This is an optimization exercise on Yosys and OpenROAD, whose aim is small area, a short achievable clock period and few clock cycles per item, not a production implementation. The RTL was checked by simulation tests, not by an equivalence proof against the original design.

==> flow/design.v (outline; a module is shown in full before it is edited, if it fits) <==
// module vasl_mac: 846 lines
// module vector_accel_speed_limiter_top: 670 lines
module vector_accel_speed_limiter_top
(
    input  logic               clk,
    input  logic               rst_n,
    input  logic               cfg_we,
    input  logic [1:0]         cfg_index,
    input  logic [15:0]        cfg_data,
    input  logic               in_valid,
    output logic               in_ready,
    input  logic [2:0]         op,
    input  logic signed [15:0] target_vx,
    input  logic signed [15:0] target_vy,
    output logic               out_valid,
    input  logic               out_ready,
    output logic signed [15:0] vel_x_out,
    output logic signed [15:0] vel_y_out,
    output logic signed [31:0] pos_x_out,
    output logic signed [31:0] pos_y_out,
    output logic signed [15:0] acc_x_out,
    output logic signed [15:0] acc_y_out
);
  // ...
==> flow/run.sh <==
#!/bin/bash
# synth_recipe.tcl (not shown) runs the flow's synth.tcl, then flattens the netlist and writes it again
# the make line also repeats each setting of config.mk as NAME=value (left out here)
make -C /OpenROAD-flow-scripts/flow DESIGN_CONFIG=/design/flow/config.mk WORK_HOME=/design/flow/orfs CLKGATE_MAP_FILE= SYNTH_SCRIPT=/design/flow/synth_recipe.tcl finish
==> flow/config.mk <==
export PLATFORM = sky130hd
export DESIGN_NAME = vector_accel_speed_limiter_top
export DESIGN_NICKNAME = vector_accel_speed_limiter_top
export VERILOG_FILES = /design/flow/design.v
export SDC_FILE = /design/flow/constraint.sdc
export NUM_CORES = 4
export LEC_CHECK = 0
export ABC_AREA = 1
export CAP_MARGIN = 20
export CORE_MARGIN = 2
export CORE_UTILIZATION = 40
export SETUP_SLACK_MARGIN = 5
export SLEW_MARGIN = 20
==> flow/constraint.sdc <==
create_clock -name core_clock -period 12.0 [get_ports {clk}]
set_input_delay 2.4000 -clock core_clock [delete_from_list [all_inputs] [get_ports {clk}]]
set_output_delay 2.4000 -clock core_clock [all_outputs]
set_load 0.01 [all_outputs]
==> flow_summary.toml, run 1 <==
[clock_network]
cts-root-buf = "clkbuf_16"
postCtsSetupBuffers = 190
clk_pin_slew_ns = 0.07

[global_route]
grt_pass1_vias = 59600
antenna_found_initial = 12

[logic_synthesis]
yosysWarnings = 1
synthAdderAreaFrac_pct = 24.1
synthFlopType = "edfxtp_1"
synth_xor_area_share_pct = 6.48

[sta]
skew_ns = 0.0505
maxSlewViolCount = 0
period_needed_ns = 7.32

[finish]
clk_share_pct = 2.47
instances_no_fill = 11300
clkbuf_count = 69
dominant_cells = "multi-input gates"
final_cell_mix = "nand2_1 (2,119), inv_1 (1,212), nor2_1 (624)"

[placement]
dp_hpwl_um = 206000
port_buffers = 186
post_dp_cell_area_um2 = 65700

[routing]
totalWireLength_um = 264000
drt_first_pass_iters = 9
avgViaCountPerCell = 5.64

[run_status]
status = "timing/DRC/antenna clean"

[min_path]
hp-class = "flop to flop"
Testbench counts, summed over its fixed seeds: cycles 53,142, items 4,800.
==> run 2: changes to the inputs <==
--- a/flow/config.mk
+++ b/flow/config.mk
@@ -5,9 +5,8 @@
 export SDC_FILE = /design/flow/constraint.sdc
 export NUM_CORES = 4
 export LEC_CHECK = 0
-export ABC_AREA = 1
 export CAP_MARGIN = 20
 export CORE_MARGIN = 2
-export CORE_UTILIZATION = 40
+export CORE_UTILIZATION = 55
 export SETUP_SLACK_MARGIN = 5
 export SLEW_MARGIN = 20
==> run 2 against run 1 <==
Non-clock buffer count up 59. Maximum frequency down 7.3%. First-iteration DRC count down 2.8%. Clock skew up 0.0044 ns. Critical path depth down 5. Flip-flop and latch count unchanged. Largest cell class unchanged. Highest routed layer unchanged.
==> flow_summary.toml, run 2 <==
[run_status]
status = "timing/DRC/antenna clean"

[clock_network]
postCtsHoldBufs = 0
clk_latency_ns = 0.71
clk_pin_slew_ns = 0.07
clock-sinks = 443
cts_tree = "done"
numCtsBuffers = 53
htree_levels = 2
cts-root-buf = "clkbuf_16"
clock_path_buffers = 3

[floorplan]
die-width_um = 329
die_area_um2 = 108000
start_util_pct = 55.4
ios = 188
die_y_um = 329
core-area_um2 = 105000
row_count = 119

[sta]
whs_ns = 0.488
final.setup.tns_ns = 0
period_needed_ns = 7.89
setup_slack_ns = 4.11
finalSetupViolCount = 0
maxSlewViolCount = 0
hold_viol = 0
period_share_pct = 65.8
skew_ns = 0.0549
tightest_slew_ns = 1.23
timing.slew.headroom_pct = 15.6
max_freq_mhz = 127
rsz0062_at_grt = "true"

[logic_synthesis]
netlist_top_cells_area = "ha_1 (13%), fa_1 (13%), edfxtp_1 (11%)"
syn_inst = 6869
synth-edff-count = 209
yosys.cell_count.top_type = "nand2_1"
ys_seq_area_share_pct = 20.6
yosysTopAreaCell = "ha_1"
synthFlopType = "edfxtp_1"
synthTopCellsByCount = "nand2_1 (747), inv_1 (649), nor2_1 (621)"
synthesis.area_um2 = 58100
synthArstFlopShare_pct = 44.7
synth.avg_cell_area_um2 = 8.46
synth.distinct_cells = 98
syn_nets = 7885
synth.top_cell.area_share_pct = 12.7
ys_seq_elements = 443
yosysWarnings = 1

[routing]
avgViaCountPerCell = 6.47
drc = 0
antenna_left = 0
post_drt_wl_per_cell_um = 27.7
drt_first_pass_iters = 9
drt-initial-drc-count = 6437
num_vias = 57100
totalWireLength_um = 244000

[global_route]
overflow = 0
grt_util_all_layers_pct = 43.6
grt_pass1_wl_um = 347000
antenna_found_initial = 31
grt_max_degree = 77
grt_pass1_vias = 53300

[placement]
place_ws_ns = 2.81
port_buffers = 186
place_congestion = 1.04
dp_hpwl_um = 185000
dp_cells = 8344
post_dp_cell_area_um2 = 62200

[setup_path]
cp_data_arrival_time_ns = 8.30
critPathSlowestCell = "edfxtp_1"
rr_endpoint = "xr_r[15]"
worstSetupEndpointType = "flop"
critical_path_class = "flop to flop"
crit_fanout = 17
reg2reg_setup_slack_ns = 4.11
worstPathRequired_ns = 12.41
crit-reg2reg-launch = "b_r[12]"
reg2regPathDepth = 28
cp-start-kind = "flop"
cp_common_cell = "fa_1"
slowest_delay_ns = 0.78

[finish]
reg_top3 = "px_r x32, py_r x32, s_r x32"
finalInstanceArea_um2 = 70700
final_common_cell = "nand2_1"
final_util_pct = 67.4
area_delta_synth_final_pct = 21.7
layout-drive-gt1-share_pct = 16.7
layout.nets = 8387
final_cell_mix = "nand2_1 (721), inv_1 (620), nor2_1 (598)"
instances_no_fill = 8824

[min_path]
worstHoldStart = "out_valid_r"
hp-class = "flop to flop"
min_path_cells = 1
hold_end = "res_pending"

[flow_run]
max-cap-violations = 0
==> run 2: layer usage <==
| metal | global-route usage, % | vias up | routed length [µm] |
|---|---|---|---|
| met5 | 0 | - | 320 |
| met4 | 26.3 | 24 | 17800 |
| met3 | 18.6 | 784 | 35000 |
| met2 | 61.0 | 3440 | 97800 |
| met1 | 55.5 | 27500 | 93300 |
| li1 | - | 25300 | - |
==> run 2: kinds of logic (layout without fill, tap and decap cells) <==
| kind of cell | count (synthesis) | in the layout | synth area share (%) |
|---|---|---|---|
| AO/OA/AOI/OAI | 1826 | 1829 | 20.9 |
| other | 0 | 17 | 0 |
| AND/OR/NAND/NOR | 2076 | 2079 | 16.3 |
| buffers and inverters | 880 | 1421 | 5.74 |
| adder cells (fa/ha/maj) | 961 | 961 | 25.4 |
| flip-flops | 443 | 443 | 20.6 |
| multiplexers | 236 | 236 | 4.33 |
| XOR/XNOR | 447 | 447 | 6.74 |
==> run 2: timing repair <==
item / 4_1_cts / 5_1_grt
gates resized for setup: 444 / 307
setup buffers: 219 / 133
endpoints found under the setup margin: 167 / 137
gates cloned: 9 / 2
pin swaps: 116 / 168
==> run 2: area by class of cell <==
class	instances	area [µm²]
antenna	17	42.5
clock buffer	65	1410
clock inverter	35	497
fill	8591	34300
inverter	651	2500
multi-input combinational	5552	46100
sequential	443	12000
tap	1391	1740
timing repair buffer	670	6380
==> run 2: worst max-delay path: cells and delay by family (launching register included) <==
family	cells	cell delay, ns
xor+xnor	1	0.16
flops	1	0.78
fa+ha+maj	7	3.25
compound gates	10	2.12
simple gates	3	0.35
buf+inv	7	0.91
==> run 2: worst max path at each step <==
stage | startpoint | to | slack [ns]
2_1_floorplan | fst[6] | yr_r[16] | 4.73
4_1_cts | fst[6] | yr_r[14] | 4.23
5_1_grt | spd_mode | yr_r[16] | 3.97
3_5_place_dp | rt_root[1] | den_r[1] | 2.81
3_3_place_gp | fst[2] | yr_r[15] | 2.84
6_report | b_r[12] | xr_r[15] | 4.11
==> module vector_accel_speed_limiter_top, before the edit <==
module vector_accel_speed_limiter_top
(
    input  logic               clk,
    input  logic               rst_n,
    input  logic               cfg_we,
    input  logic [1:0]         cfg_index,
    input  logic [15:0]        cfg_data,
    input  logic               in_valid,
    output logic               in_ready,
    input  logic [2:0]         op,
    input  logic signed [15:0] target_vx,
    input  logic signed [15:0] target_vy,
    output logic               out_valid,
    input  logic               out_ready,
    output logic signed [15:0] vel_x_out,
    output logic signed [15:0] vel_y_out,
    output logic signed [31:0] pos_x_out,
    output logic signed [31:0] pos_y_out,
    output logic signed [15:0] acc_x_out,
    output logic signed [15:0] acc_y_out
);
    localparam int SQK = 4;                     
    localparam int NRT = (16 + SQK - 1) / SQK;  
    localparam int SW  = 2 * SQK * NRT;         
    localparam int DVK = 4;                     
    localparam int NDV = (16 + DVK - 1) / DVK;  
    localparam int QW  = DVK * NDV;             
    localparam logic [3:0] RT_LAST = NRT - 1;
    localparam logic [3:0] RT_END  = NRT;
    localparam logic [3:0] DV_LAST = NDV - 1;
    localparam logic [3:0] DV_END  = NDV;
    localparam int F_IDLE  = 0;
    localparam int F_SQ1   = 1;
    localparam int F_SQ2   = 2;
    localparam int F_RT    = 3;
    localparam int F_DIV   = 4;
    localparam int F_VC    = 5;                
    localparam int F_SP1   = 6;
    localparam int F_SP2   = 7;
    localparam int F_SVUPD = 8;
    localparam int F_REACC = 9;
    localparam int NF      = 10;
    localparam logic [NF-1:0] O_IDLE  = 10'b1 << F_IDLE;
    localparam logic [NF-1:0] O_SQ1   = 10'b1 << F_SQ1;
    localparam logic [NF-1:0] O_SQ2   = 10'b1 << F_SQ2;
    localparam logic [NF-1:0] O_RT    = 10'b1 << F_RT;
    localparam logic [NF-1:0] O_DIV   = 10'b1 << F_DIV;
    localparam logic [NF-1:0] O_VC    = 10'b1 << F_VC;
    localparam logic [NF-1:0] O_SP1   = 10'b1 << F_SP1;
    localparam logic [NF-1:0] O_SP2   = 10'b1 << F_SP2;
    localparam logic [NF-1:0] O_SVUPD = 10'b1 << F_SVUPD;
    localparam logic [NF-1:0] O_REACC = 10'b1 << F_REACC;
    localparam logic [2:0] P_IDLE = 3'd0;
    localparam logic [2:0] P_MX   = 3'd1;
    localparam logic [2:0] P_UX   = 3'd2;
    localparam logic [2:0] P_MY   = 3'd3;
    localparam logic [2:0] P_UY   = 3'd4;
    logic [15:0] accel_r, step_r, lim_r;
    logic [14:0] speed_r;
    logic        lim_dirty;
    logic signed [15:0] vx_r, vy_r, ax_r, ay_r;
    logic signed [31:0] px_r, py_r;
    logic [NF-1:0] fst, fst_n;
    logic [3:0]    cnt;
    logic          spd_mode, sel_a, pend, ldx, ldy;
    logic          res_pending, acc_done, pos_done, out_valid_r;
    logic          acc_busy;
    logic [3:0]    acc_cnt;
    logic          acc_sat_x, acc_sat_y, acc_zero, acc_sx, acc_sy;
    logic [2:0]    pst;
    logic          pos_start;
    logic [15:0]   a_r, b_r;              
    logic          sx_r, sy_r;
    logic [SW-1:0] s_r;
    logic [17:0]   rt_rem;
    logic [16:0]   rt_root;
    logic [16:0]   xr_r, yr_r;            
    logic          chk;                   
    logic          spd_bad;
    logic [QW-1:0] xn_r, yn_r;            
    logic [23:0]   t_r;                   
    logic [15:0] mx, my, vsum_x, vsum_y;
    assign mx     = (sel_a || fst[F_SP1]) ? a_r : xn_r[15:0];
    assign my     = (sel_a || fst[F_SP1]) ? b_r : yn_r[15:0];
    logic [15:0] vb_x, vb_y;
    logic        vs_x, vs_y;
    logic [16:0] vadd_x, vadd_y;
    assign vb_x   = fst[F_SVUPD] ? 16'd0 : vx_r;
    assign vb_y   = fst[F_SVUPD] ? 16'd0 : vy_r;
    assign vs_x   = fst[F_SVUPD] ? vx_r[15] : sx_r;
    assign vs_y   = fst[F_SVUPD] ? vy_r[15] : sy_r;
    assign vadd_x = {vb_x, 1'b1} + {mx ^ {16{vs_x}}, vs_x};
    assign vadd_y = {vb_y, 1'b1} + {my ^ {16{vs_y}}, vs_y};
    assign vsum_x = vadd_x[16:1];
    assign vsum_y = vadd_y[16:1];
    logic [15:0] vcur_x, vcur_y;
    assign vcur_x = fst[F_VC] ? vsum_x : vx_r;
    assign vcur_y = fst[F_VC] ? vsum_y : vy_r;
    logic [16:0] m_a, m_b;
    logic [33:0] m_add;
    logic [33:0] macc;
    logic        pos_mul, ld_x, ld_y;
    logic [16:0] sx_vx, sx_vy, ng_vx, ng_vy;
    assign sx_vx = {vx_r[15], vx_r};
    assign sx_vy = {vy_r[15], vy_r};
    assign ng_vx = sx_vx ^ {17{vx_r[15]}};
    assign ng_vy = sx_vy ^ {17{vy_r[15]}};
    logic u_lim, u_sq1, u_sq2, u_sp1, u_sp2, u_ldx, u_ldy, u_px, u_py;
    assign ld_x    = u_ldx;
    assign ld_y    = u_ldy;
    assign pos_mul = u_px || u_py;
    always_comb
    begin
        m_a = ({17{u_lim}} & {1'b0, accel_r})
            | ({17{u_sq1 || (u_ldx && !spd_mode)}} & {1'b0, a_r})
            | ({17{u_sq2 || (u_ldy && !spd_mode)}} & {1'b0, b_r})
            | ({17{u_sp1 || u_px}} & sx_vx)
            | ({17{u_sp2 || u_py}} & sx_vy)
            | ({17{u_ldx && spd_mode}} & ng_vx)
            | ({17{u_ldy && spd_mode}} & ng_vy);
        m_b = ({17{u_lim || u_px || u_py}} & {1'b0, step_r})
            | ({17{u_sq1}} & {1'b0, a_r})
            | ({17{u_sq2}} & {1'b0, b_r})
            | ({17{u_sp1}} & sx_vx)
            | ({17{u_sp2}} & sx_vy)
            | ({17{(u_ldx || u_ldy) && !spd_mode}} & {1'b0, lim_r})
            | ({17{(u_ldx || u_ldy) && spd_mode}} & {2'b00, speed_r});
        m_add = ({34{u_sq2 || u_sp2}} & {2'b00, s_r[31:0]})
              | {18'd0, u_lim, 7'd0, u_px || u_py, 7'd0}
              | ({34{spd_mode && ((u_ldx && vx_r[15]) || (u_ldy && vy_r[15]))}} & {19'd0, speed_r});
    end
    vasl_mac u_mac (
        .a (m_a),
        .b (m_b),
        .c (m_add),
        .y (macc)
    );
    logic [17:0]   rt_rem_n;
    logic [16:0]   rt_root_n;
    logic [SW-1:0] rt_x_n;
    logic          rt_step;
    assign rt_step = fst[F_RT] && (cnt != RT_END);
    logic [SQK/2:0][17:0]   rt_rem_m;
    logic [SQK/2:0][16:0]   rt_root_m;
    assign rt_rem_m[0]  = rt_rem;
    assign rt_root_m[0] = rt_root;
    for (genvar g = 0; g < SQK / 2; g++)
    begin : g_rt4
        logic [23:0] t, c1, c2, c3a, c3b, s1, s2, s3, cs, cc;
        logic [24:0] s3w;
        assign t   = {2'b00, rt_rem_m[g], s_r[SW-1-4*g -: 4]};
        assign c1  = {4'b0000, rt_root_m[g], 3'b001};
        assign c2  = {3'b000, rt_root_m[g], 4'b0100};
        assign c3a = {3'b000, rt_root_m[g], 4'b1001};
        assign c3b = {4'b0000, rt_root_m[g], 3'b000};
        assign s1  = t - c1;
        assign s2  = t - c2;
        assign cs  = t ^ ~c3a ^ ~c3b;
        assign cc  = {((t & ~c3a) | (t & ~c3b) | (~c3a & ~c3b)), 1'b1};
        assign s3w = {cs, 1'b1} + {cc, 1'b1};
        assign s3  = s3w[24:1];
        always_comb
        begin
            if (!s3[23])
            begin
                rt_rem_m[g+1]  = s3[17:0];
                rt_root_m[g+1] = {rt_root_m[g][14:0], 2'b11};
            end
            else if (!s2[23])
            begin
                rt_rem_m[g+1]  = s2[17:0];
                rt_root_m[g+1] = {rt_root_m[g][14:0], 2'b10};
            end
            else if (!s1[23])
            begin
                rt_rem_m[g+1]  = s1[17:0];
                rt_root_m[g+1] = {rt_root_m[g][14:0], 2'b01};
            end
            else
            begin
                rt_rem_m[g+1]  = t[17:0];
                rt_root_m[g+1] = {rt_root_m[g][14:0], 2'b00};
            end
        end
    end
    assign rt_rem_n  = rt_rem_m[SQK/2];
    assign rt_root_n = rt_root_m[SQK/2];
    assign rt_x_n    = {s_r[SW-2*SQK-1:0], {(2*SQK){1'b0}}};
    logic [16:0] rt_cmp;
    logic        rt_eng;
    assign rt_cmp = spd_mode ? {2'b00, speed_r} : {1'b0, lim_r};
    assign rt_eng = (rt_root > rt_cmp) || ((rt_root == rt_cmp) && (rt_rem != '0));
    logic [16:0]   den;
    logic [16:0]   xr_n, yr_n;
    logic [QW-1:0] xn_n, yn_n;
    logic [16:0] den_r;
    assign den = den_r;
    logic [DVK/2:0][16:0]   xr_m, yr_m;
    logic [DVK/2:0][QW-1:0] xn_m, yn_m;
    logic [19:0]   dd1, dd2;
    assign dd1 = {3'b000, den};
    assign dd2 = {2'b00, den, 1'b0};
    assign xr_m[0] = xr_r;
    assign xn_m[0] = xn_r;
    assign yr_m[0] = yr_r;
    assign yn_m[0] = yn_r;
    for (genvar g = 0; g < DVK / 2; g++)
    begin : g_r4
        logic [19:0] xt, xs1, xs2, xs3, xcs, xcc;
        logic [19:0] yt, ys1, ys2, ys3, ycs, ycc;
        logic [20:0] xs3w, ys3w;
        assign xt   = {1'b0, xr_m[g], xn_m[g][QW-1:QW-2]};
        assign xs1  = xt - dd1;
        assign xs2  = xt - dd2;
        assign xcs  = xt ^ ~dd1 ^ ~dd2;
        assign xcc  = {((xt & ~dd1) | (xt & ~dd2) | (~dd1 & ~dd2)), 1'b1};
        assign xs3w = {xcs, 1'b1} + {xcc, 1'b1};
        assign xs3  = xs3w[20:1];
        always_comb
        begin
            if (!xs3[19])
            begin
                xr_m[g+1] = xs3[16:0];
                xn_m[g+1] = {xn_m[g][QW-3:0], 2'b11};
            end
            else if (!xs2[19])
            begin
                xr_m[g+1] = xs2[16:0];
                xn_m[g+1] = {xn_m[g][QW-3:0], 2'b10};
            end
            else if (!xs1[19])
            begin
                xr_m[g+1] = xs1[16:0];
                xn_m[g+1] = {xn_m[g][QW-3:0], 2'b01};
            end
            else
            begin
                xr_m[g+1] = xt[16:0];
                xn_m[g+1] = {xn_m[g][QW-3:0], 2'b00};
            end
        end
        assign yt   = {1'b0, yr_m[g], yn_m[g][QW-1:QW-2]};
        assign ys1  = yt - dd1;
        assign ys2  = yt - dd2;
        assign ycs  = yt ^ ~dd1 ^ ~dd2;
        assign ycc  = {((yt & ~dd1) | (yt & ~dd2) | (~dd1 & ~dd2)), 1'b1};
        assign ys3w = {ycs, 1'b1} + {ycc, 1'b1};
        assign ys3  = ys3w[20:1];
        always_comb
        begin
            if (!ys3[19])
            begin
                yr_m[g+1] = ys3[16:0];
                yn_m[g+1] = {yn_m[g][QW-3:0], 2'b11};
            end
            else if (!ys2[19])
            begin
                yr_m[g+1] = ys2[16:0];
                yn_m[g+1] = {yn_m[g][QW-3:0], 2'b10};
            end
            else if (!ys1[19])
            begin
                yr_m[g+1] = ys1[16:0];
                yn_m[g+1] = {yn_m[g][QW-3:0], 2'b01};
            end
            else
            begin
                yr_m[g+1] = yt[16:0];
                yn_m[g+1] = {yn_m[g][QW-3:0], 2'b00};
            end
        end
    end
    assign xr_n = xr_m[DVK/2];
    assign xn_n = xn_m[DVK/2];
    assign yr_n = yr_m[DVK/2];
    assign yn_n = yn_m[DVK/2];
    logic [32:0] ld_num, acx_num, acy_num;
    assign ld_num  = macc[32:0];
    assign acx_num = {1'b0, mx, 16'd0};
    assign acy_num = {1'b0, my, 16'd0};
    logic [32:0] ld_hi, acx_hi, acy_hi;
    assign ld_hi  = ld_num >> QW;
    assign acx_hi = acx_num >> QW;
    assign acy_hi = acy_num >> QW;
    logic [16:0] bnd_x, bnd_y;
    logic        spd_free;
    logic [15:0] u_vx, u_vy;
    logic [17:0] spd_m2;
    assign u_vx     = vx_r ^ {16{vx_r[15]}};
    assign u_vy     = vy_r ^ {16{vy_r[15]}};
    assign bnd_x    = {1'b0, u_vx} + {2'b00, u_vy[15:1]};
    assign bnd_y    = {1'b0, u_vy} + {2'b00, u_vx[15:1]};
    assign spd_m2   = {3'b000, speed_r} - 18'd2;
    assign spd_free = !spd_m2[17] && ({1'b0, bnd_x} <= spd_m2) && ({1'b0, bnd_y} <= spd_m2);
    assign spd_bad  = chk && !spd_free;
    logic               vc_go, accept, load_d;
    logic               take;
    logic signed [16:0] gx, gy, vcx, vcy, dx, dy, ndx, ndy;
    logic [15:0]        mag_x, mag_y;
    assign vc_go     = fst[F_VC] && !res_pending;
    assign in_ready  = (fst[F_IDLE] && !lim_dirty && !chk) || vc_go;
    assign accept    = in_ready && in_valid;
    assign load_d    = accept || fst[F_REACC];
    assign take  = (op == 3'd0) || (op == 3'd1);
    always_comb
    begin
        if (fst[F_REACC])
        begin
            gx = {a_r[15], a_r};
            gy = {b_r[15], b_r};
        end
        else
        begin
            gx = take ? {target_vx[15], target_vx} : 17'sd0;
            gy = take ? {target_vy[15], target_vy} : 17'sd0;
        end
    end
    assign vcx   = {vcur_x[15], vcur_x};
    assign vcy   = {vcur_y[15], vcur_y};
    assign dx    = gx - vcx;
    assign dy    = gy - vcy;
    assign ndx   = (dx ^ {17{dx[16]}}) + {16'd0, dx[16]};
    assign ndy   = (dy ^ {17{dy[16]}}) + {16'd0, dy[16]};
    assign mag_x = ndx[15:0];
    assign mag_y = ndy[15:0];
    logic [15:0] ax_n, ay_n, qx, qy;
    assign qx = xn_r[15:0];
    assign qy = yn_r[15:0];
    always_comb
    begin
        if (acc_zero)
            ax_n = 16'h0000;
        else if (acc_sx)
            ax_n = (acc_sat_x || (qx[15] && (qx[14:0] != 15'd0))) ? 16'h8000 : (-qx);
        else
            ax_n = (acc_sat_x || qx[15]) ? 16'h7FFF : qx;
        if (acc_zero)
            ay_n = 16'h0000;
        else if (acc_sy)
            ay_n = (acc_sat_y || (qy[15] && (qy[14:0] != 15'd0))) ? 16'h8000 : (-qy);
        else
            ay_n = (acc_sat_y || qy[15]) ? 16'h7FFF : qy;
    end
    logic signed [31:0] pos_in, pos_n;
    logic signed [33:0] pos_pp, pos_st, pos_sum;
    assign pos_in = (pst == P_UX) ? px_r : py_r;
    always_comb
    begin
        pos_st  = {{10{t_r[23]}}, t_r};
        pos_pp  = {{2{pos_in[31]}}, pos_in};
        pos_sum = pos_pp + pos_st;
        if (!pos_sum[33] && (pos_sum[32] || pos_sum[31]))
            pos_n = 32'h7FFFFFFF;
        else if (pos_sum[33] && !(pos_sum[32] && pos_sum[31]))
            pos_n = 32'h80000000;
        else
            pos_n = pos_sum[31:0];
    end
    always_comb
    begin
        fst_n = fst;
        case (1'b1)
            fst[F_IDLE]:
                if (spd_bad) fst_n = O_SP1;
                else if (accept) fst_n = O_SQ1;
            fst[F_VC]:
            begin
                if (!res_pending)
                    fst_n = accept ? O_SQ1 : O_IDLE;
            end
            fst[F_SQ1]: fst_n = spd_bad ? O_SP1 : O_SQ2;
            fst[F_SQ2], fst[F_SP2]: fst_n = O_RT;
            fst[F_SP1]: fst_n = O_SP2;
            fst[F_RT]:
                if ((cnt == RT_LAST || cnt == RT_END) && (ldy || ld_y))
                    fst_n = O_DIV;
            fst[F_DIV]:
            begin
                if (cnt == 4'd0 && !rt_eng)
                begin
                    if (!spd_mode)
                        fst_n = O_VC;
                    else if (pend)
                        fst_n = O_REACC;
                    else
                        fst_n = O_IDLE;
                end
                else if (cnt == DV_LAST)
                    fst_n = spd_mode ? O_SVUPD : O_VC;
            end
            fst[F_SVUPD]:
                fst_n = pend ? O_REACC : O_IDLE;
            fst[F_REACC]: fst_n = O_SQ1;
            default: fst_n = O_IDLE;
        endcase
    end
    logic       ldx_n, ldy_n, acc_busy_n, lim_dirty_n, div_free_n;
    logic [3:0] acc_cnt_n;
    logic [2:0] pst_n;
    logic       u_lim_n, u_ldx_n, u_ldy_n, u_fg_n;
    always_comb
    begin
        ldx_n = ldx;
        ldy_n = ldy;
        if (fst[F_SQ2] || fst[F_SP2])
        begin
            ldx_n = 1'b0;
            ldy_n = 1'b0;
        end
        else
        begin
            if (ld_x) ldx_n = 1'b1;
            if (ld_y) ldy_n = 1'b1;
        end
        acc_busy_n = acc_busy;
        acc_cnt_n  = acc_cnt;
        if (vc_go)
        begin
            acc_busy_n = 1'b1;
            acc_cnt_n  = '0;
        end
        else if (acc_busy)
        begin
            if (acc_cnt == DV_END)
                acc_busy_n = 1'b0;
            else
                acc_cnt_n = acc_cnt + 4'd1;
        end
        div_free_n = !acc_busy_n || (acc_cnt_n == DV_END);
        lim_dirty_n = lim_dirty;
        if (cfg_we && (cfg_index == 2'd0 || cfg_index == 2'd2))
            lim_dirty_n = 1'b1;
        else if (u_lim)
            lim_dirty_n = 1'b0;
        pst_n = pst;
        case (pst)
            P_IDLE: if (pos_start) pst_n = P_MX;
            P_MX:   if (pos_mul) pst_n = P_UX;
            P_UX:   pst_n = pos_mul ? P_UY : P_MY;
            P_MY:   if (pos_mul) pst_n = P_UY;
            P_UY:   pst_n = P_IDLE;
            default: pst_n = P_IDLE;
        endcase
        u_lim_n = fst_n[F_IDLE] && lim_dirty_n;
        u_ldx_n = fst_n[F_RT] && !ldx_n && div_free_n;
        u_ldy_n = fst_n[F_RT] && ldx_n && !ldy_n;
        u_fg_n  = u_lim_n || u_ldx_n || u_ldy_n || fst_n[F_SQ1] || fst_n[F_SQ2] ||
                  fst_n[F_SP1] || fst_n[F_SP2];
    end
    always_ff @(posedge clk or negedge rst_n)
    begin
        if (!rst_n)
        begin
            accel_r     <= ACCEL_RESET;
            speed_r     <= SPEED_RESET;
            step_r      <= STEP_RESET;
            lim_r       <= LIM_RESET;
            lim_dirty   <= 1'b0;
            vx_r        <= '0;
            vy_r        <= '0;
            px_r        <= '0;
            py_r        <= '0;
            fst         <= O_IDLE;
            cnt         <= '0;
            spd_mode    <= 1'b0;
            sel_a       <= 1'b0;
            pend        <= 1'b0;
            chk         <= 1'b0;
            ldx         <= 1'b0;
            ldy         <= 1'b0;
            res_pending <= 1'b0;
            acc_done    <= 1'b0;
            pos_done    <= 1'b0;
            out_valid_r <= 1'b0;
            acc_busy    <= 1'b0;
            acc_cnt     <= '0;
            pst         <= P_IDLE;
            pos_start   <= 1'b0;
            u_lim       <= 1'b0;
            u_sq1       <= 1'b0;
            u_sq2       <= 1'b0;
            u_sp1       <= 1'b0;
            u_sp2       <= 1'b0;
            u_ldx       <= 1'b0;
            u_ldy       <= 1'b0;
            u_px        <= 1'b0;
            u_py        <= 1'b0;
        end
        else
        begin
            if (u_lim)
                lim_r <= macc[31:16];
            lim_dirty <= lim_dirty_n;
            if (cfg_we)
            begin
                case (cfg_index)
                    2'd0: accel_r <= cfg_data;
                    2'd1: speed_r <= cfg_data[14:0];
                    2'd2: step_r  <= cfg_data;
                    default: ;
                endcase
            end
            u_lim    <= u_lim_n;
            u_sq1    <= fst_n[F_SQ1];
            u_sq2    <= fst_n[F_SQ2];
            u_sp1    <= fst_n[F_SP1];
            u_sp2    <= fst_n[F_SP2];
            u_ldx    <= u_ldx_n;
            u_ldy    <= u_ldy_n;
            u_px     <= !u_fg_n && (pst_n == P_MX);
            u_py     <= !u_fg_n && (pst_n == P_UX || pst_n == P_MY);
            ldx      <= ldx_n;
            ldy      <= ldy_n;
            acc_busy <= acc_busy_n;
            acc_cnt  <= acc_cnt_n;
            pst      <= pst_n;
            pos_start <= 1'b0;
            fst       <= fst_n;
            if (vc_go)
            begin
                vx_r        <= vsum_x;
                vy_r        <= vsum_y;
                sel_a       <= 1'b0;
                res_pending <= 1'b1;
                pend        <= accept;
            end
            chk <= vc_go;
            if (chk && spd_free)
                pos_start <= 1'b1;
            if (fst[F_SQ2] || fst[F_SP2])
            begin
                cnt      <= '0;
                spd_mode <= fst[F_SP2];
            end
            if (fst[F_RT])
            begin
                if (fst_n[F_DIV])
                    cnt <= '0;
                else if (cnt != RT_END)
                    cnt <= cnt + 4'd1;
            end
            if (fst[F_DIV])
            begin
                if (cnt == 4'd0 && !rt_eng)
                begin
                    if (spd_mode)
                    begin
                        pos_start <= 1'b1;
                        spd_mode  <= 1'b0;
                    end
                    else
                        sel_a <= 1'b1;
                end
                else
                    cnt <= cnt + 4'd1;
            end
            if (fst[F_SVUPD])
            begin
                vx_r      <= vsum_x;
                vy_r      <= vsum_y;
                spd_mode  <= 1'b0;
                pos_start <= 1'b1;
            end
            if (fst[F_REACC])
                pend <= 1'b0;
            if (acc_busy && acc_cnt == DV_END)
                acc_done <= 1'b1;
            if (pst == P_UX)
                px_r <= pos_n;
            if (pst == P_UY)
            begin
                py_r     <= pos_n;
                pos_done <= 1'b1;
            end
            if (out_valid_r && out_ready)
            begin
                out_valid_r <= 1'b0;
                res_pending <= 1'b0;
            end
            else if (!out_valid_r && res_pending && acc_done && pos_done)
            begin
                out_valid_r <= 1'b1;
                acc_done    <= 1'b0;
                pos_done    <= 1'b0;
            end
        end
    end
    always_ff @(posedge clk)
    begin
        if (load_d)
        begin
            a_r  <= mag_x;
            b_r  <= mag_y;
            sx_r <= dx[16];
            sy_r <= dy[16];
        end
        else if (fst[F_SP1] && pend)
        begin
            a_r <= vsum_x;
            b_r <= vsum_y;
        end
        if (fst[F_SQ1] || fst[F_SQ2] || fst[F_SP1] || fst[F_SP2])
            s_r <= macc[31:0];
        else if (rt_step)
            s_r <= rt_x_n;
        if (fst[F_SQ2] || fst[F_SP2])
        begin
            rt_rem  <= '0;
            rt_root <= {16'd0, macc[32]};
        end
        else if (rt_step)
        begin
            rt_rem  <= rt_rem_n;
            rt_root <= rt_root_n;
        end
        if (ld_x)
        begin
            xr_r <= ld_hi[16:0];
            xn_r <= ld_num[QW-1:0];
        end
        else if (vc_go)
        begin
            xr_r      <= acx_hi[16:0];
            xn_r      <= acx_num[QW-1:0];
            acc_sat_x <= mx >= step_r;
            acc_zero  <= step_r == 16'd0;
            acc_sx    <= sx_r;
        end
        else if (fst[F_DIV] || (acc_busy && acc_cnt != DV_END))
        begin
            xr_r <= xr_n;
            xn_r <= xn_n;
        end
        if (ld_y)
        begin
            yr_r <= ld_hi[16:0];
            yn_r <= ld_num[QW-1:0];
        end
        else if (vc_go)
        begin
            yr_r      <= acy_hi[16:0];
            yn_r      <= acy_num[QW-1:0];
            acc_sat_y <= my >= step_r;
            acc_sy    <= sy_r;
        end
        else if (fst[F_DIV] || (acc_busy && acc_cnt != DV_END))
        begin
            yr_r <= yr_n;
            yn_r <= yn_n;
        end
        if (acc_busy && acc_cnt == DV_END)
        begin
            ax_r <= ax_n;
            ay_r <= ay_n;
        end
        if (vc_go)
            den_r <= {1'b0, step_r};
        else if (fst[F_RT] && fst_n[F_DIV])
            den_r <= rt_step ? rt_root_n : rt_root;
        if (pos_mul)
            t_r <= macc[31:8];
    end
    assign out_valid = out_valid_r;
    assign vel_x_out = vx_r;
    assign vel_y_out = vy_r;
    assign pos_x_out = px_r;
    assign pos_y_out = py_r;
    assign acc_x_out = ax_r;
    assign acc_y_out = ay_r;
endmodule
==> run 3: changes to the inputs <==
--- a/flow/design.v
+++ b/flow/design.v
@@ -959,25 +959,14 @@
     assign ng_vx = sx_vx ^ {17{vx_r[15]}};
     assign ng_vy = sx_vy ^ {17{vy_r[15]}};
     logic u_lim, u_sq1, u_sq2, u_sp1, u_sp2, u_ldx, u_ldy, u_px, u_py;
+    logic [16:0] ma_r, mb_r;
     assign ld_x    = u_ldx;
     assign ld_y    = u_ldy;
     assign pos_mul = u_px || u_py;
     always_comb
     begin
-        m_a = ({17{u_lim}} & {1'b0, accel_r})
-            | ({17{u_sq1 || (u_ldx && !spd_mode)}} & {1'b0, a_r})
-            | ({17{u_sq2 || (u_ldy && !spd_mode)}} & {1'b0, b_r})
-            | ({17{u_sp1 || u_px}} & sx_vx)
-            | ({17{u_sp2 || u_py}} & sx_vy)
-            | ({17{u_ldx && spd_mode}} & ng_vx)
-            | ({17{u_ldy && spd_mode}} & ng_vy);
-        m_b = ({17{u_lim || u_px || u_py}} & {1'b0, step_r})
-            | ({17{u_sq1}} & {1'b0, a_r})
-            | ({17{u_sq2}} & {1'b0, b_r})
-            | ({17{u_sp1}} & sx_vx)
-            | ({17{u_sp2}} & sx_vy)
-            | ({17{(u_ldx || u_ldy) && !spd_mode}} & {1'b0, lim_r})
-            | ({17{(u_ldx || u_ldy) && spd_mode}} & {2'b00, speed_r});
+        m_a = ma_r;
+        m_b = mb_r;
         m_add = ({34{u_sq2 || u_sp2}} & {2'b00, s_r[31:0]})
               | {18'd0, u_lim, 7'd0, u_px || u_py, 7'd0}
               | ({34{spd_mode && ((u_ldx && vx_r[15]) || (u_ldy && vy_r[15]))}} & {19'd0, speed_r});
@@ -1250,7 +1239,7 @@
     logic       ldx_n, ldy_n, acc_busy_n, lim_dirty_n, div_free_n;
     logic [3:0] acc_cnt_n;
     logic [2:0] pst_n;
-    logic       u_lim_n, u_ldx_n, u_ldy_n, u_fg_n;
+    logic       u_lim_n, u_ldx_n, u_ldy_n, u_fg_n, u_px_n, u_py_n, spd_mode_n;
     always_comb
     begin
         ldx_n = ldx;
@@ -1294,11 +1283,33 @@
             P_UY:   pst_n = P_IDLE;
             default: pst_n = P_IDLE;
         endcase
-        u_lim_n = fst_n[F_IDLE] && lim_dirty_n;
+        u_lim_n = fst_n[F_IDLE] && lim_dirty_n && !cfg_we;
         u_ldx_n = fst_n[F_RT] && !ldx_n && div_free_n;
         u_ldy_n = fst_n[F_RT] && ldx_n && !ldy_n;
         u_fg_n  = u_lim_n || u_ldx_n || u_ldy_n || fst_n[F_SQ1] || fst_n[F_SQ2] ||
                   fst_n[F_SP1] || fst_n[F_SP2];
+        u_px_n  = !u_fg_n && (pst_n == P_MX);
+        u_py_n  = !u_fg_n && (pst_n == P_UX || pst_n == P_MY);
+        spd_mode_n = fst[F_SP2] ? 1'b1 : fst[F_SQ2] ? 1'b0 : spd_mode;
+    end
+    logic [16:0] ma_n, mb_n;
+    always_comb
+    begin
+        ma_n = ({17{u_lim_n}} & {1'b0, accel_r})
+             | ({17{fst_n[F_SQ1]}} & {1'b0, mag_x})
+             | ({17{fst_n[F_SQ2] || (u_ldy_n && !spd_mode_n)}} & {1'b0, b_r})
+             | ({17{u_ldx_n && !spd_mode_n}} & {1'b0, a_r})
+             | ({17{fst_n[F_SP1] || u_px_n}} & sx_vx)
+             | ({17{fst_n[F_SP2] || u_py_n}} & sx_vy)
+             | ({17{u_ldx_n && spd_mode_n}} & ng_vx)
+             | ({17{u_ldy_n && spd_mode_n}} & ng_vy);
+        mb_n = ({17{u_lim_n || u_px_n || u_py_n}} & {1'b0, step_r})
+             | ({17{fst_n[F_SQ1]}} & {1'b0, mag_x})
+             | ({17{fst_n[F_SQ2]}} & {1'b0, b_r})
+             | ({17{fst_n[F_SP1]}} & sx_vx)
+             | ({17{fst_n[F_SP2]}} & sx_vy)
+             | ({17{(u_ldx_n || u_ldy_n) && !spd_mode_n}} & {1'b0, lim_r})
+             | ({17{(u_ldx_n || u_ldy_n) && spd_mode_n}} & {2'b00, speed_r});
     end
     always_ff @(posedge clk or negedge rst_n)
     begin
@@ -1360,8 +1371,8 @@
             u_sp2    <= fst_n[F_SP2];
             u_ldx    <= u_ldx_n;
             u_ldy    <= u_ldy_n;
-            u_px     <= !u_fg_n && (pst_n == P_MX);
-            u_py     <= !u_fg_n && (pst_n == P_UX || pst_n == P_MY);
+            u_px     <= u_px_n;
+            u_py     <= u_py_n;
             ldx      <= ldx_n;
             ldy      <= ldy_n;
             acc_busy <= acc_busy_n;
@@ -1512,6 +1523,8 @@
             den_r <= rt_step ? rt_root_n : rt_root;
         if (pos_mul)
             t_r <= macc[31:8];
+        ma_r <= ma_n;
+        mb_r <= mb_n;
     end
     assign out_valid = out_valid_r;
     assign vel_x_out = vx_r;
--- a/flow/config.mk
+++ b/flow/config.mk
@@ -5,8 +5,10 @@
 export SDC_FILE = /design/flow/constraint.sdc
 export NUM_CORES = 4
 export LEC_CHECK = 0
+export ABC_AREA = 1
 export CAP_MARGIN = 20
 export CORE_MARGIN = 2
 export CORE_UTILIZATION = 55
 export SETUP_SLACK_MARGIN = 5
 export SLEW_MARGIN = 20
+export TNS_END_PERCENT = 30
==> run 3 against run 2 <==
Area after synthesis is 7.3% higher. Sequential share of layout area is 1.4 points higher. Largest cell class unchanged. Still clean on timing, DRC and antenna. Utilization is 6.0 points lower. Critical path type unchanged. Synthesized cell count up 27%. Die area is 7.2% higher. Hold slack better by 0.0090 ns. Worst setup slack better by 0.96 ns. Global-route usage shrank 3.0 points. Cell area decreased by 2.4%. Count of clock-buffer cells in the layout up 4. Non-clock buffer count is 278 lower.
==> flow_summary.toml, run 3 <==
[run_status]
status = "timing/DRC/antenna clean"

[global_route]
grt.busiest_layer = "met2"
grt_use_met3_pct = 9.51
grt_pass1_vias = 58600
overflow = 0
grt_max_degree = 89
grt_pass1_wl_um = 358000
grt_util_all_layers_pct = 40.6
grt_use_met1_pct = 53.5
antenna_found_initial = 11
met2_usage_pct = 63.1

[clock_network]
postCtsHoldBufs = 0
numCtsBuffers = 57
clock_path_buffers = 3
clk_latency_ns = 0.71
clk_pin_slew_ns = 0.07
clock-sinks = 477
cts_tree = "done"
cts-root-buf = "clkbuf_16"
htree_levels = 2

[logic_synthesis]
yosysTopAreaCell = "nand2_1"
synthArstFlopShare_pct = 41.5
syn_inst = 8747
ys_seq_area_share_pct = 20.3
synthFlopType = "edfxtp_1"
synth-edff-count = 209
synth.avg_cell_area_um2 = 7.12
synth.top_cell.area_share_pct = 12.9
yosysWarnings = 1
syn_nets = 9758
synthesis.area_um2 = 62300
synthTopCellsByCount = "nand2_1 (2,141), inv_1 (1,424), a21oi_1 (653)"
yosys.cell_count.top_type = "nand2_1"
synth.distinct_cells = 87
ys_seq_elements = 477
netlist_top_cells_area = "nand2_1 (13%), fa_1 (12%), ha_1 (12%)"

[finish]
final_cell_mix = "nand2_1 (2,135), inv_1 (1,401), a21oi_1 (649)"
layout.nets = 9950
fillers = 10500
layout-drive-gt1-share_pct = 6.92
area_delta_synth_final_pct = 10.7
reg_top3 = "px_r x32, py_r x32, s_r x32"
final_common_cell = "nand2_1"

[flow_run]
max-cap-violations = 0

[routing]
avgViaCountPerCell = 5.86
drt_first_pass_iters = 7
antenna_left = 0
drc = 0
post_drt_wl_per_cell_um = 22.9
totalWireLength_um = 241000
drt-initial-drc-count = 6821
num_vias = 61500

[setup_path]
cp-start-kind = "flop"
cp_common_cell = "nand2_1"
rr_endpoint = "yn_r[0]"
slowest_delay_ns = 0.54
reg2reg_setup_slack_ns = 5.06
critPathSlowestCell = "o311ai_4"
reg2regPathDepth = 31
critical_path_class = "flop to flop"
crit-reg2reg-launch = "den_r[1]"
worstSetupEndpoint = "yn_r[0]"
crit_buf_inv = 7
worstSetupEndpointType = "flop"
path_depth = 31
cp-startpoint = "den_r[1]"
worstPathRequired_ns = 12.41
crit_fanout = 27
cp_data_arrival_time_ns = 7.34
critPathTopFamily = "compound AO/OA/AOI/OAI gates"

[sta]
rsz0062_at_grt = "true"
period_share_pct = 57.8
period_needed_ns = 6.94
hold_viol = 0
max_freq_mhz = 144
finalSetupViolCount = 0
final.setup.tns_ns = 0
tightest_slew_ns = 1.16
maxSlewViolCount = 0
timing.slew.headroom_pct = 22.0
skew_ns = 0.0655

[floorplan]
ios = 188
core-area_um2 = 112000
row_count = 123
die-width_um = 341
start_util_pct = 55.4
die_area_um2 = 116000
die_y_um = 341

[placement]
dp_hpwl_um = 191000
port_buffers = 186
place_congestion = 1.04

[min_path]
hp-class = "flop to flop"
run 3: how the worst min path moves through the flow:
stage / cells past startpoint / to / from / slack [ns]
detailed placement: 2 / accel_r[5] / accel_r[5] / 0.48
global route: 2 / accel_r[5] / accel_r[5] / 0.53
floorplan: 0 / acc_sx / sx_r / 0.43
CTS: 2 / accel_r[5] / accel_r[5] / 0.50
global placement: 2 / speed_r[2] / speed_r[2] / 0.47
finish: 2 / accel_r[5] / accel_r[5] / 0.50
run 3: worst reg2reg max path, delay by kind of cell (launching register included):
kind / cells / cell delay [ns]
fa+ha+maj: 4 / 1.61
buf+inv: 7 / 1.26
compound gates: 8 / 1.84
flops: 1 / 0.33
simple gates: 12 / 1.59
run 3: area by class of cell:
type | instances | area (µm²) | share of cell area, %
Antenna cell | 8 | 20.0 | 0.0290
Inverter | 1460 | 5570 | 8.08
Clock inverter | 38 | 383 | 0.555
Clock buffer | 69 | 1530 | 2.22
Tap cell | 1500 | 1880 | 2.72
Sequential cell | 477 | 12700 | 18.4
Multi-Input combinational cell | 6551 | 43400 | 62.9
Timing Repair Buffer | 392 | 3520 | 5.11
run 3: kinds of logic after synthesis:
| group | synth area share, % |
|---|---|
| adder cells (fa/ha/maj) | 23.6 |
| XOR/XNOR | 6.56 |
| buffers and inverters | 10.6 |
| flip-flops | 20.3 |
| multiplexers | 0.0863 |
| AND/OR/NAND/NOR | 23.2 |
| AO/OA/AOI/OAI | 15.6 |
run 3: stage by stage:
step | util, % | cell area [µm²] | hold WS, ns | std cells | setup WS, ns
final | 61.3 | 69000 | 0.497 | 10500 | 5.06
after global routing | 61.3 | 69000 | 0.526 | 10500 | 4.80
after CTS | 60.6 | 68200 | 0.496 | 10400 | 4.93
after detailed placement | 58.4 | 65700 | 0.479 | 10300 | 3.66
after global placement | 58.4 | 65700 | 0.474 | 10300 | 3.74
after floorplan | - | 62300 | 0.426 | 8747 | 5.78
run 3: routing by layer:
metal	part of all wire [%]	vias up	routed length [µm]
met5	0.054	-	129
met4	5.4	12	13000
met3	11	634	26500
met2	44	3142	105000
met1	40	29000	95700
li1	-	28800	-
run 3: repair_timing:
item / CTS / global route
resized for setup: 50 / 81
pin swaps: 0 / 6
buffers inserted: 54 / 56
endpoints found under the setup margin: 144 / 139
cloned: 0 / 2
Testbench counts of run 3, summed over its fixed seeds: cycles 53,174, items 4,800.
==> run 4: changes to the inputs <==
--- a/flow/config.mk
+++ b/flow/config.mk
@@ -8,7 +8,6 @@
 export ABC_AREA = 1
 export CAP_MARGIN = 20
 export CORE_MARGIN = 2
-export CORE_UTILIZATION = 55
+export CORE_UTILIZATION = 40
 export SETUP_SLACK_MARGIN = 5
 export SLEW_MARGIN = 20
-export TNS_END_PERCENT = 30
==> run 4 against run 3 <==
Still clean on timing, DRC and antenna. Die area up 37%. Cell area up 1.7%. Clock skew grew 0.0075 ns. Wire length grew 2.7%. Hold slack lost 0.010 ns.
==> flow_summary.toml, run 4 <==
[run_status]
status = "timing/DRC/antenna clean"

[global_route]
grt_pass1_wl_um = 363000
grt.busiest_layer = "met2"
grt_use_met1_pct = 39.7
met2_usage_pct = 47.1
overflow = 0
grt_max_degree = 89
antenna_found_initial = 15
grt_pass1_vias = 58600
grt_use_met3_pct = 6.04
grt_util_all_layers_pct = 30.3

[logic_synthesis]
syn_inst = 8747
yosysTopAreaCell = "nand2_1"
synth-edff-count = 209
synth.top_cell.area_share_pct = 12.9
synth.avg_cell_area_um2 = 7.12
synthFlopType = "edfxtp_1"
yosysWarnings = 1
synthesis.area_um2 = 62300
synthArstFlopShare_pct = 41.5
ys_seq_area_share_pct = 20.3
synthTopCellsByCount = "nand2_1 (2,141), inv_1 (1,424), a21oi_1 (653)"
synth.distinct_cells = 87
syn_nets = 9758
ys_seq_elements = 477
yosys.cell_count.top_type = "nand2_1"
netlist_top_cells_area = "nand2_1 (13%), fa_1 (12%), ha_1 (12%)"

[finish]
area_delta_synth_final_pct = 12.6
final_common_cell = "nand2_1"
final_cell_mix = "nand2_1 (2,137), inv_1 (1,393), a21oi_1 (648)"
layout.nets = 9990
layout-drive-gt1-share_pct = 7.51
seq_area_um2 = 12700
fillers = 15600
multi_input_comb_area_um2 = 43400
reg_top3 = "px_r x32, py_r x32, s_r x32"
instances_no_fill = 11100

[setup_path]
reg2regPathDepth = 22
slowest_delay_ns = 0.61
cp-start-kind = "flop"
critPathSlowestCell = "fa_1"
reg2reg_setup_slack_ns = 5.26
crit-reg2reg-launch = "fst[7]"
cp_data_arrival_time_ns = 7.18
worstPathRequired_ns = 12.43
rr_endpoint = "yr_r[14]"
path_depth = 22
crit_buf_inv = 5
worstSetupEndpoint = "yr_r[14]"
crit_fanout = 43
worstSetupEndpointType = "flop"
cp-startpoint = "fst[7]"
cp_common_cell = "fa_1"
critPathTopFamily = "adder cells"
cp_cell_sequence = "nor2_4, inv_2, buf_4, nand2_1, fa_1, fa_1, fa_1, inv_1, fa_1, fa_1, ha_1, nand2_1, nor2_1, inv_1, nor3_1, nand2_1, o211ai_1, a21oi_1, xor2_4, buf_12, nand2_1, nand3_1"
critical_path_class = "flop to flop"

[clock_network]
cts_tree = "done"
clk_latency_ns = 0.73
postCtsHoldBufs = 0
numCtsBuffers = 61
clock-sinks = 477
clock_path_buffers = 3
clk_pin_slew_ns = 0.07
cts-root-buf = "clkbuf_16"
htree_levels = 2

[sta]
rsz0062_at_grt = "true"
skew_ns = 0.0730
period_needed_ns = 6.74
max_freq_mhz = 148
finalSetupViolCount = 0
period_share_pct = 56.2
setup_slack_ns = 5.26
whs_ns = 0.487
maxSlewViolCount = 0
timing.slew.headroom_pct = 19.9
tightest_slew_ns = 1.20
hold_viol = 0
final.setup.tns_ns = 0

[placement]
dp_cells = 10800
place_congestion = 1.03
port_buffers = 186
dp_hpwl_um = 194000
place_ws_ns = 4.04

[floorplan]
die-width_um = 399
row_count = 144
start_util_pct = 40.4
die_area_um2 = 159000
ios = 188
core-area_um2 = 154000
die_y_um = 399

[routing]
drt_first_pass_iters = 7
antenna_left = 0
totalWireLength_um = 247000
avgViaCountPerCell = 5.55
drt-initial-drc-count = 6115
post_drt_wl_per_cell_um = 22.3
num_vias = 61500
drc = 0

[min_path]
hp-class = "flop to flop"

[flow_run]
max-cap-violations = 0
-- run 4: cell types whose count changed in the layout (fill, tap and decap cells not counted), sizes merged --
cell      previous run  this run
nor2               459       458
inv               1448      1437
clkinvlp            27        34
clkbuf              70        81
clkinv              20        22
diode                8         9
bufinv               3         2
buf                206       244
-- run 4: cell type report --
class / count / area share, %
Antenna cell: 9 / 0.0321
Clock buffer: 81 / 2.50
Clock inverter: 35 / 0.474
Inverter: 1460 / 7.99
Multi-Input combinational cell: 6550 / 61.9
Sequential cell: 477 / 18.1
Tap cell: 2044 / 3.64
Timing Repair Buffer: 429 / 5.43
-- run 4: what timing repair did --
action / CTS / global route
endpoints found under the hold margin: 0 / 0
buffers inserted: 63 / 87
endpoints found under the setup margin: 104 / 135
pin swaps: 1 / 7
cloned: 0 / 0
resized for setup: 47 / 111
-- run 4: cells by family (layout without fill, tap and decap cells) --
| kind of cell | count (synthesis) | count (layout) | synth area share [%] |
|---|---|---|---|
| simple gates | 3392 | 3392 | 23.2 |
| compound gates | 1740 | 1740 | 15.6 |
| buf+inv | 1720 | 2005 | 10.6 |
| flops | 477 | 477 | 20.3 |
| xor+xnor | 460 | 460 | 6.56 |
| other cells | 0 | 9 | 0 |
| fa+ha+maj | 953 | 953 | 23.6 |
| mux | 5 | 5 | 0.0863 |
-- run 4: through the flow --
step,instance area [µm²],utilization [%]
4_1_cts,69200,44.8
3_5_place_dp,66400,43.0
3_3_place_gp,66400,43.0
5_1_grt,70200,45.4
2_1_floorplan,62300,-
6_report,70200,45.5
-- run 4: worst min-delay path: stages, from the launching register on --
cell and delay (ns):
dfrtp_1 0.34, nand2_1 0.05, o21ai_0 0.06
-- run 4: worst min path at each step --
stage	to	slack, ns	startpoint	depth (start not counted)
floorplan	acc_sx	0.43	sx_r	0
global placement	speed_r[2]	0.47	speed_r[2]	2
detailed placement	speed_r[2]	0.47	speed_r[2]	2
CTS	speed_r[2]	0.49	speed_r[2]	2
global route	speed_r[2]	0.51	speed_r[2]	2
finish	speed_r[2]	0.49	speed_r[2]	2
-- run 4: routing by layer --
metal / up-vias / routed length (µm)
met2: 2801 / 108000
met5: - / 77
met1: 29200 / 101000
li1: 28900 / -
met4: 12 / 15000
met3: 586 / 22700

==> static timing again, ports no longer ideal <==
In the flow no input, the clock included, has a driving cell. The finished layouts below were timed again as built, in two steps. Step 1 sets driving cells, clkbuf_16 on the clock port and buf_2 on the other inputs (assumed; they add their load-dependent delay and slew). Step 2, shift: input delay + t, output delay - t, t = (earliest + latest rising clock arrival at the registers) / 2. This alone moves slack from input paths to output paths. a / b / c = ideal / step 1 / step 2; a / b = the first two.
run | shift t [ns] | setup WS [ns] | worst setup path at the end | worst register clock-pin slew, ns
run 1 | 0.740 | 4.681 / 4.681 / 4.681 | register to register | 0.09 / 0.09
run 2 | 0.764 | 4.106 / 4.106 / 4.106 | register to register | 0.07 / 0.07
run 3 | 0.752 | 5.063 / 5.063 / 4.839 | input to register | 0.08 / 0.08
run 4 | 0.788 | 5.256 / 5.256 / 4.826 | input to register | 0.08 / 0.08
After both steps every run listed still meets setup and hold. The setup slack of run 4, which loses most, moves by 0.000 ns with the drivers and by -0.430 ns with both steps.
